Source: an optimization exercise on an open RTL-to-GDS flow (aim: small area, a short achievable clock period and few clock cycles per item). Production flows keep margins and buffers that such runs may drop.
Function was checked by simulation only, so behaviour that the tests miss may differ from the original.

### design/flow/config.mk
export PLATFORM = sky130hd
export DESIGN_NAME = rational_arithmetic_unit_core
export DESIGN_NICKNAME = rational_arithmetic_unit_core
export VERILOG_FILES = /design/flow/design.v
export SDC_FILE = /design/flow/constraint.sdc
export NUM_CORES = 4
export LEC_CHECK = 0
export CAP_MARGIN = 20
export CORE_MARGIN = 2
export CORE_UTILIZATION = 30
export SLEW_MARGIN = 20
### design/flow/constraint.sdc
create_clock -name core_clock -period 12.0 [get_ports {clk}]
set_input_delay 2.4000 -clock core_clock [delete_from_list [all_inputs] [get_ports {clk}]]
set_output_delay 2.4000 -clock core_clock [all_outputs]
set_load 0.01 [all_outputs]
### design/flow/design.v
package rau_pkg;
  localparam int unsigned DefValueWidth = 32;
  localparam int unsigned FieldWidth    = 32;
  localparam int unsigned DenOutWidth   = 31;
  typedef enum logic [1:0] {
    CMD_ADD = 2'd0,
    CMD_SUB = 2'd1,
    CMD_MUL = 2'd2,
    CMD_DIV = 2'd3
  } cmd_t;
  typedef enum logic [1:0] {
    ST_OK       = 2'd0,
    ST_ZERO_DEN = 2'd1,
    ST_DIV_ZERO = 2'd2,
    ST_OVERFLOW = 2'd3
  } status_t;
  typedef enum logic [3:0] {
    S_IDLE,
    S_MUL0,
    S_MUL1,
    S_MUL2,
    S_COMB,
    S_GCD_START,
    S_GCD_WAIT,
    S_QN_START,
    S_QN_WAIT,
    S_QD_START,
    S_QD_WAIT,
    S_CHECK,
    S_OUT
  } state_t;
  typedef enum logic [1:0] {
    D_IDLE,
    D_RUN,
    D_DONE
  } div_state_t;
  typedef struct packed {
    logic start;
    logic take;
  } div_ctrl_t;
  typedef struct packed {
    logic busy;
    logic done;
  } div_stat_t;
endpackage
module rau_divider #(
  parameter int unsigned W = 64
) (
  input  logic                 clk,
  input  logic                 rst_n,
  input  rau_pkg::div_ctrl_t   ctrl,
  input  logic [W-1:0]         dividend,
  input  logic [W-1:0]         divisor,
  output rau_pkg::div_stat_t   stat,
  output logic [W-1:0]         quotient,
  output logic [W-1:0]         remainder
);
  localparam int unsigned CW = $clog2(W + 1);
  rau_pkg::div_state_t   state_r, state_nxt;
  logic [W-1:0] q_r, q_nxt;
  logic [W-1:0] rem_r, rem_nxt;
  logic [W-1:0] dvs_r, dvs_nxt;
  logic [CW-1:0] cnt_r, cnt_nxt;
  logic [W:0]   trial;
  logic [W:0]   shifted;
  always_ff @(posedge clk) begin
    if (!rst_n) begin
      state_r <= rau_pkg::D_IDLE;
      cnt_r   <= '0;
    end else begin
      state_r <= state_nxt;
      cnt_r   <= cnt_nxt;
    end
  end
  always_ff @(posedge clk) begin
    q_r   <= q_nxt;
    rem_r <= rem_nxt;
    dvs_r <= dvs_nxt;
  end
  always_comb begin
    state_nxt = state_r;
    cnt_nxt   = cnt_r;
    q_nxt     = q_r;
    rem_nxt   = rem_r;
    dvs_nxt   = dvs_r;
    shifted   = {rem_r, q_r[W-1]};
    trial     = shifted - {1'b0, dvs_r};
    unique case (state_r)
      rau_pkg::D_IDLE: begin
        if (ctrl.start) begin
          q_nxt     = dividend;
          rem_nxt   = '0;
          dvs_nxt   = divisor;
          cnt_nxt   = CW'(W);
          state_nxt = rau_pkg::D_RUN;
        end
      end
      rau_pkg::D_RUN: begin
        if (!trial[W]) begin
          rem_nxt = trial[W-1:0];
          q_nxt   = {q_r[W-2:0], 1'b1};
        end else begin
          rem_nxt = shifted[W-1:0];
          q_nxt   = {q_r[W-2:0], 1'b0};
        end
        cnt_nxt = cnt_r - 1'b1;
        if (cnt_r == CW'(1)) begin
          state_nxt = rau_pkg::D_DONE;
        end
      end
      rau_pkg::D_DONE: begin
        if (ctrl.take) begin
          state_nxt = rau_pkg::D_IDLE;
        end
      end
      default: state_nxt = rau_pkg::D_IDLE;
    endcase
  end
  assign stat.busy  = (state_r != rau_pkg::D_IDLE);
  assign stat.done  = (state_r == rau_pkg::D_DONE);
  assign quotient   = q_r;
  assign remainder  = rem_r;
endmodule
module rational_arithmetic_unit_core #(
  parameter int unsigned VALUE_WIDTH = rau_pkg::DefValueWidth
) (
  input  logic                                clk,
  input  logic                                rst_n,
  input  logic                                in_valid,
  output logic                                in_ready,
  input  logic [1:0]                          in_command,
  input  logic signed [rau_pkg::FieldWidth-1:0] in_left_num,
  input  logic signed [rau_pkg::FieldWidth-1:0] in_left_den,
  input  logic signed [rau_pkg::FieldWidth-1:0] in_right_num,
  input  logic signed [rau_pkg::FieldWidth-1:0] in_right_den,
  output logic                                out_valid,
  input  logic                                out_ready,
  output logic signed [rau_pkg::FieldWidth-1:0] out_result_num,
  output logic [rau_pkg::DenOutWidth-1:0]     out_result_den,
  output logic [1:0]                          out_status
);
  localparam int unsigned VW = VALUE_WIDTH;
  localparam int unsigned WW = 2 * VW;
  localparam int unsigned FW = rau_pkg::FieldWidth;
  rau_pkg::state_t state_r, state_nxt;
  logic [1:0]    cmd_r, cmd_nxt;
  logic [VW-1:0] ma_r, da_r, mc_r, dc_r;
  logic [VW-1:0] ma_nxt, da_nxt, mc_nxt, dc_nxt;
  logic          sa_r, sc_r, sa_nxt, sc_nxt;
  logic [WW-1:0] x_r, y_r, den_r, mag_r;
  logic [WW-1:0] x_nxt, y_nxt, den_nxt, mag_nxt;
  logic          neg_r, neg_nxt;
  logic [WW-1:0] ga_r, gb_r, ga_nxt, gb_nxt;
  logic [WW-1:0] g_r, g_nxt;
  logic signed [FW-1:0]  res_num_r, res_num_nxt;
  logic [rau_pkg::DenOutWidth-1:0] res_den_r, res_den_nxt;
  rau_pkg::status_t       res_st_r, res_st_nxt;
  logic signed [FW-1:0]  onum_r, onum_nxt;
  logic [rau_pkg::DenOutWidth-1:0] oden_r, oden_nxt;
  rau_pkg::status_t       ost_r, ost_nxt;
  logic          ovalid_r, ovalid_nxt;
  logic [VW-1:0] mul_a, mul_b;
  logic [WW-1:0] mul_p;
  rau_pkg::div_ctrl_t     dctrl;
  rau_pkg::div_stat_t     dstat;
  logic [WW-1:0] div_n, div_d, div_q, div_r;
  function automatic logic [VW:0] split_fn(input logic [FW-1:0] raw);
    logic [VW-1:0] v;
    logic [VW-1:0] m;
    v = raw[VW-1:0];
    m = v[VW-1] ? (~v + 1'b1) : v;
    split_fn = {v[VW-1], m};
  endfunction
  logic [VW:0] sp_ln, sp_ld, sp_rn, sp_rd;
  assign sp_ln = split_fn(in_left_num);
  assign sp_ld = split_fn(in_left_den);
  assign sp_rn = split_fn(in_right_num);
  assign sp_rd = split_fn(in_right_den);
  assign mul_p = WW'(mul_a) * WW'(mul_b);
  rau_divider #(.W(WW)) u_div (
    .clk       (clk),
    .rst_n     (rst_n),
    .ctrl      (dctrl),
    .dividend  (div_n),
    .divisor   (div_d),
    .stat      (dstat),
    .quotient  (div_q),
    .remainder (div_r)
  );
  always_ff @(posedge clk) begin
    if (!rst_n) begin
      state_r  <= rau_pkg::S_IDLE;
      ovalid_r <= 1'b0;
    end else begin
      state_r  <= state_nxt;
      ovalid_r <= ovalid_nxt;
    end
  end
  always_ff @(posedge clk) begin
    cmd_r     <= cmd_nxt;
    ma_r      <= ma_nxt;
    da_r      <= da_nxt;
    mc_r      <= mc_nxt;
    dc_r      <= dc_nxt;
    sa_r      <= sa_nxt;
    sc_r      <= sc_nxt;
    x_r       <= x_nxt;
    y_r       <= y_nxt;
    den_r     <= den_nxt;
    mag_r     <= mag_nxt;
    neg_r     <= neg_nxt;
    ga_r      <= ga_nxt;
    gb_r      <= gb_nxt;
    g_r       <= g_nxt;
    res_num_r <= res_num_nxt;
    res_den_r <= res_den_nxt;
    res_st_r  <= res_st_nxt;
    onum_r    <= onum_nxt;
    oden_r    <= oden_nxt;
    ost_r     <= ost_nxt;
  end
  localparam logic [WW-1:0] Half = WW'(1) << (VW - 1);
  logic sy_w;
  logic [WW-1:0] signed_mag;
  always_comb begin
    state_nxt   = state_r;
    cmd_nxt     = cmd_r;
    ma_nxt      = ma_r;
    da_nxt      = da_r;
    mc_nxt      = mc_r;
    dc_nxt      = dc_r;
    sa_nxt      = sa_r;
    sc_nxt      = sc_r;
    x_nxt       = x_r;
    y_nxt       = y_r;
    den_nxt     = den_r;
    mag_nxt     = mag_r;
    neg_nxt     = neg_r;
    ga_nxt      = ga_r;
    gb_nxt      = gb_r;
    g_nxt       = g_r;
    res_num_nxt = res_num_r;
    res_den_nxt = res_den_r;
    res_st_nxt  = res_st_r;
    onum_nxt    = onum_r;
    oden_nxt    = oden_r;
    ost_nxt     = ost_r;
    ovalid_nxt  = ovalid_r;
    mul_a       = ma_r;
    mul_b       = dc_r;
    dctrl       = '0;
    div_n       = ga_r;
    div_d       = gb_r;
    sy_w        = 1'b0;
    signed_mag  = '0;
    in_ready = 1'b0;
    if (ovalid_r && out_ready) begin
      ovalid_nxt = 1'b0;
    end
    unique case (state_r)
      rau_pkg::S_IDLE: begin
        in_ready = 1'b1;
        if (in_valid) begin
          cmd_nxt = in_command;
          ma_nxt  = sp_ln[VW-1:0];
          da_nxt  = sp_ld[VW-1:0];
          mc_nxt  = sp_rn[VW-1:0];
          dc_nxt  = sp_rd[VW-1:0];
          sa_nxt  = (sp_ln[VW] != sp_ld[VW]) && (sp_ln[VW-1:0] != '0);
          sc_nxt  = (sp_rn[VW] != sp_rd[VW]) && (sp_rn[VW-1:0] != '0);
          res_num_nxt = '0;
          res_den_nxt = '0;
          if (sp_ld[VW-1:0] == '0 || sp_rd[VW-1:0] == '0) begin
            res_st_nxt = rau_pkg::ST_ZERO_DEN;
            state_nxt  = rau_pkg::S_OUT;
          end else if (rau_pkg::cmd_t'(in_command) == rau_pkg::CMD_DIV && sp_rn[VW-1:0] == '0) begin
            res_st_nxt = rau_pkg::ST_DIV_ZERO;
            state_nxt  = rau_pkg::S_OUT;
          end else begin
            state_nxt = rau_pkg::S_MUL0;
          end
        end
      end
      rau_pkg::S_MUL0: begin
        mul_a = ma_r;
        mul_b = (rau_pkg::cmd_t'(cmd_r) == rau_pkg::CMD_MUL) ? mc_r : dc_r;
        x_nxt = mul_p;
        state_nxt = rau_pkg::S_MUL1;
      end
      rau_pkg::S_MUL1: begin
        mul_a = mc_r;
        mul_b = da_r;
        y_nxt = mul_p;
        state_nxt = rau_pkg::S_MUL2;
      end
      rau_pkg::S_MUL2: begin
        mul_a = da_r;
        mul_b = (rau_pkg::cmd_t'(cmd_r) == rau_pkg::CMD_DIV) ? mc_r : dc_r;
        den_nxt = mul_p;
        state_nxt = rau_pkg::S_COMB;
      end
      rau_pkg::S_COMB: begin
        if (rau_pkg::cmd_t'(cmd_r) == rau_pkg::CMD_ADD || rau_pkg::cmd_t'(cmd_r) == rau_pkg::CMD_SUB) begin
          sy_w = (rau_pkg::cmd_t'(cmd_r) == rau_pkg::CMD_SUB) ? !sc_r : sc_r;
          if (y_r == '0) sy_w = 1'b0;
          if (sa_r == sy_w) begin
            mag_nxt = x_r + y_r;
            neg_nxt = sa_r;
          end else if (x_r >= y_r) begin
            mag_nxt = x_r - y_r;
            neg_nxt = sa_r;
          end else begin
            mag_nxt = y_r - x_r;
            neg_nxt = sy_w;
          end
        end else begin
          mag_nxt = x_r;
          neg_nxt = sa_r != sc_r;
        end
        state_nxt = rau_pkg::S_GCD_START;
      end
      rau_pkg::S_GCD_START: begin
        if (mag_r == '0) begin
          res_num_nxt = '0;
          res_den_nxt = rau_pkg::DenOutWidth'(1);
          res_st_nxt  = rau_pkg::ST_OK;
          state_nxt   = rau_pkg::S_OUT;
        end else begin
          ga_nxt    = mag_r;
          gb_nxt    = den_r;
          state_nxt = rau_pkg::S_GCD_WAIT;
        end
      end
      rau_pkg::S_GCD_WAIT: begin
        if (gb_r == '0) begin
          g_nxt     = ga_r;
          state_nxt = rau_pkg::S_QN_START;
        end else if (!dstat.busy) begin
          dctrl.start = 1'b1;
        end else if (dstat.done) begin
          dctrl.take = 1'b1;
          ga_nxt = gb_r;
          gb_nxt = div_r;
        end
      end
      rau_pkg::S_QN_START: begin
        div_n = mag_r;
        div_d = g_r;
        dctrl.start = 1'b1;
        state_nxt = rau_pkg::S_QN_WAIT;
      end
      rau_pkg::S_QN_WAIT: begin
        if (dstat.done) begin
          dctrl.take = 1'b1;
          mag_nxt = div_q;
          state_nxt = rau_pkg::S_QD_START;
        end
      end
      rau_pkg::S_QD_START: begin
        div_n = den_r;
        div_d = g_r;
        dctrl.start = 1'b1;
        state_nxt = rau_pkg::S_QD_WAIT;
      end
      rau_pkg::S_QD_WAIT: begin
        if (dstat.done) begin
          dctrl.take = 1'b1;
          den_nxt = div_q;
          state_nxt = rau_pkg::S_CHECK;
        end
      end
      rau_pkg::S_CHECK: begin
        signed_mag = neg_r ? (~mag_r + 1'b1) : mag_r;
        if (den_r > Half - 1'b1 || (neg_r ? (mag_r > Half) : (mag_r > Half - 1'b1))) begin
          res_num_nxt = '0;
          res_den_nxt = '0;
          res_st_nxt  = rau_pkg::ST_OVERFLOW;
        end else begin
          res_num_nxt = FW'(signed'(signed_mag[VW-1:0]));
          res_den_nxt = rau_pkg::DenOutWidth'(den_r);
          res_st_nxt  = rau_pkg::ST_OK;
        end
        state_nxt = rau_pkg::S_OUT;
      end
      rau_pkg::S_OUT: begin
        if (!ovalid_r || out_ready) begin
          onum_nxt   = res_num_r;
          oden_nxt   = res_den_r;
          ost_nxt    = res_st_r;
          ovalid_nxt = 1'b1;
          state_nxt  = rau_pkg::S_IDLE;
        end
      end
      default: state_nxt = rau_pkg::S_IDLE;
    endcase
  end
  assign out_valid      = ovalid_r;
  assign out_result_num = onum_r;
  assign out_result_den = oden_r;
  assign out_status     = ost_r;
endmodule
### design/flow/run.sh
#!/bin/bash
# synth_recipe.tcl (not shown) runs the flow's synth.tcl, then flattens the netlist and writes it again
# the make line also repeats each setting of config.mk as NAME=value (left out here)
make -C /OpenROAD-flow-scripts/flow DESIGN_CONFIG=/design/flow/config.mk WORK_HOME=/design/flow/orfs CLKGATE_MAP_FILE= SYNTH_SCRIPT=/design/flow/synth_recipe.tcl finish
==> results.sh <==
export IMPL_final_nets=10773
export IMPL_hold_buffers=0
export IMPL_setup_viol=0
export IMPL_drt_pass1_iter_count=9
export IMPL_placed_cell_area_sq_um=94350
export IMPL_hpwlAfterDp_um=239200
export IMPL_worst_setup_path_type="register to register"
export IMPL_yosysWarnings=2
export IMPL_drive_gt1_share_pct=6.905
export IMPL_cp_end_kind="register"
export IMPL_grt_first_pass_wirelength_um=450800
export IMPL_synth_area_top_cells="edfxtp_1, fa_1, ha_1"
export IMPL_finalNonFillerCells=13200
export IMPL_antenna_left=0
export IMPL_grt_pass1_vias=69203
export IMPL_rows=198
export IMPL_status="finished clean"
export IMPL_fin_setup_tns_ns=0
export IMPL_synth_cells=9236
export IMPL_drcViolationCount=0
export IMPL_start_kind="register"
export IMPL_insertion_delay_ns=0.78
export IMPL_yosysTopAreaCell="edfxtp_1"
export IMPL_critPathSlowestCell="dfxtp_1"
export IMPL_initial_core_util_pct=30.17
export IMPL_drtIter0Drc=7623
export IMPL_clockBufferDepth=3
export IMPL_ys_seq_area_share_pct=31.20
export IMPL_finalInstanceArea_sq_um=97770
export IMPL_cts_tree="done"
export IMPL_gp_congestion=0.9895
export IMPL_avgViaCountPerCell=5.288
export IMPL_seq_area_sq_um=27400
export IMPL_clkTransAtPathRegs_ns=0.07
export IMPL_fin_crit_sh_pct=92.19
export IMPL_die_w_um=545.0
export IMPL_crit_required_ns=12.51
export IMPL_crit_top_cell="fa_1"
export IMPL_tightest_slew_ns=1.241
export IMPL_grt_max_degree=82
export IMPL_place_inst=13014
export IMPL_synth_top_area_share_pct=30.88
export IMPL_async_reset_ff_share_pct=0
export IMPL_fill_cells=29837
export IMPL_drt_total_wl_um=304400
export IMPL_rsz0062_at_grt="false"
export IMPL_cap_viol_max_count=0
export IMPL_crit_path_max_fanout=31
export IMPL_ys_ff_latch=917
export IMPL_synth_common_cells="inv_1, nor2_1, nand2_1"
export IMPL_syn_area_sq_um=87810
export IMPL_fp_dieH_um=545.0
export IMPL_fmax_mhz=90.39
export IMPL_fin_crit_ns=11.06
export IMPL_cts_resized=0
export IMPL_htreeDepth=3
export IMPL_routedWlPerCell_um=23.06
export IMPL_num_vias=69803
export IMPL_yosysMostFrequentCell="inv_1"
export IMPL_cts_root_buf="clkbuf_16"
export IMPL_worstPathArrival_ns=11.57
export IMPL_cts_sinks=917
export IMPL_maxSlewViolCount=0
export IMPL_numCtsBuffers=99
export IMPL_multi_input_area_sq_um=54410
export IMPL_cts_setup_buffers=0
export IMPL_grt_total_usage_pct=20.16
export IMPL_ys_flop_type="edfxtp_1"
export IMPL_core_area_sq_um=291100
export IMPL_skew_ns=0.06632
export IMPL_yosysUniqueCellTypes=82
export IMPL_synth_edff_count=903
export IMPL_overflow=0
export IMPL_cp_slowest_stage_delay_ns=0.80
export IMPL_syn_num_nets=10794
export IMPL_io_buffers=200
export IMPL_syn_avg_cell_area_sq_um=9.507
export IMPL_syn2layout_area_growth_pct=11.34
export IMPL_grt_antenna_before_repair=10
export IMPL_die_area_sq_um=297000
export IMPL_relSlewSlack_pct=17.03
export IMPL_final_hold_viol_count=0
export IMPL_hp_class="register to register"
export IMPL_io_pins=201
-- registers in the layout, summed over array words and instances, names as in the netlist, 32 cells and up --
signal       flops
dc_r            32
g_r             64
onum_r          32
x_r             64
mc_r            32
u_div.q_r       64
da_r            32
y_r             64
ma_r            32
den_r           64
res_num_r       32
u_div.rem_r     64
u_div.dvs_r     64
gb_r            64
mag_r           64
ga_r            64
-- kinds of logic (layout without fill, tap and decap cells) --
group           count (synthesis)  after routing  share of synthesized area [%]
compound gates               1747           1747                          12.55
xor+xnor                      330            330                          3.291
fa+ha+maj                    1424           1424                          27.98
buf+inv                      1659           1721                          7.097
flops                         917            917                          31.20
mux                           283            283                          3.542
other cells                     0              2                              0
simple gates                 2876           2876                          14.33
-- layout make-up --
| type | count | area share, % |
|---|---|---|
| antenna | 2 | 0.005119 |
| tap | 3900 | 4.991 |
| multi-input combinational | 6660 | 55.65 |
| sequential | 917 | 28.02 |
| inverter | 1167 | 4.480 |
| clock buffer | 112 | 2.584 |
| timing repair buffer | 370 | 3.362 |
| clock inverter | 72 | 0.9086 |
-- stage by stage --
stage          hold slack, ns  setup WS, ns  utilization [%]
6_report               0.4141        0.9372            33.59
5_1_grt                0.4205        0.3377            33.59
4_1_cts                0.4159        0.9901            33.59
3_5_place_dp           0.4045        0.9789            32.41
3_3_place_gp           0.4032         1.173            32.41
2_1_floorplan          0.4003        0.9014                -
-- worst max-delay path, delay by kind of cell (launching register included) --
family | cells | cell delay (ns)
adders and majority gates | 8 | 3.94
buffers and inverters | 6 | 1.34
DFF | 1 | 0.80
AOI/OAI and AO/OA | 7 | 2.31
muxes | 1 | 0.29
xor gates and xnor gates | 1 | 0.16
and+or+nand+nor | 6 | 1.90
-- metal layers --
| layer | track usage (%) | part of all wire (%) | vias up |
|---|---|---|---|
| li1 | - | - | 31183 |
| met1 | 28.08 | 43 | 34585 |
| met2 | 30.71 | 43 | 3424 |
| met3 | 3.609 | 9.1 | 605 |
| met4 | 8.291 | 4.5 | 6 |
| met5 | 0.2110 | 0.038 | - |
-- placed cells by master, fill, tap and decap left out, types with 21 or more instances in the layout --
master	n
or4_1	34
o21a_1	40
o41ai_1	22
ha_1	524
a31oi_1	111
nand2_1	1052
and2_1	48
clkinv_1	21
nor2_1	1059
clkdlybuf4s50_1	200
nand4_1	80
o21ai_0	333
o211ai_1	31
a22oi_1	95
o21bai_1	74
nor4_1	104
or2_2	35
and3_1	67
xor2_1	87
clkbuf_16	99
nor2b_1	41
nand3_1	96
a21o_1	165
buf_4	168
xnor2_1	239
edfxtp_1	903
nor3_1	99
inv_1	1162
a211oi_1	51
fa_1	900
a21oi_1	561
o31ai_1	67
mux2i_1	61
nand2b_1	52
or3_1	42
mux2_2	222
-- worst paths after layout --
path | endpoint | depth (start not counted) | slack [ns] | from
min reg2reg | onum_r[3]$_DFFE_PP_ | 0 | 0.41 | res_num_r[3]$_SDFFCE_PP0P_
max | den_r[60]$_DFFE_PP_ | 29 | 0.94 | state_r[1]$_SDFFE_PN0P_
min | onum_r[3]$_DFFE_PP_ | 0 | 0.41 | res_num_r[3]$_SDFFCE_PP0P_
max reg2reg | den_r[60]$_DFFE_PP_ | 29 | 0.94 | state_r[1]$_SDFFE_PN0P_
Testbench counts, summed over its fixed seeds: cycles 2,618,474, items 2,400.

## what the ideal ports hide
How much do the figures lean on ideal ports? The routed layout below was timed once more, with nothing changed but the port constraints. Step 1 sets driving cells, clkbuf_16 on the clock port and buf_2 on the other inputs (assumed; they add their load-dependent delay and slew). Step 2 also shifts input and output timing later by t, the mid clock arrival at the registers, as if the neighbouring blocks saw the same clock. Three values: no drivers, after step 1, after step 2; two values: the first two.
t (ns): 0.841
setup slack, ns: 0.937 / 0.937 / 0.937
clock arrival spread, ns: 0.066 / 0.066
pins driven straight from the clock port: 1
After both steps this run still meets setup and hold. The setup slack of this run moves by 0.000 ns with the drivers and by 0.000 ns with both steps.
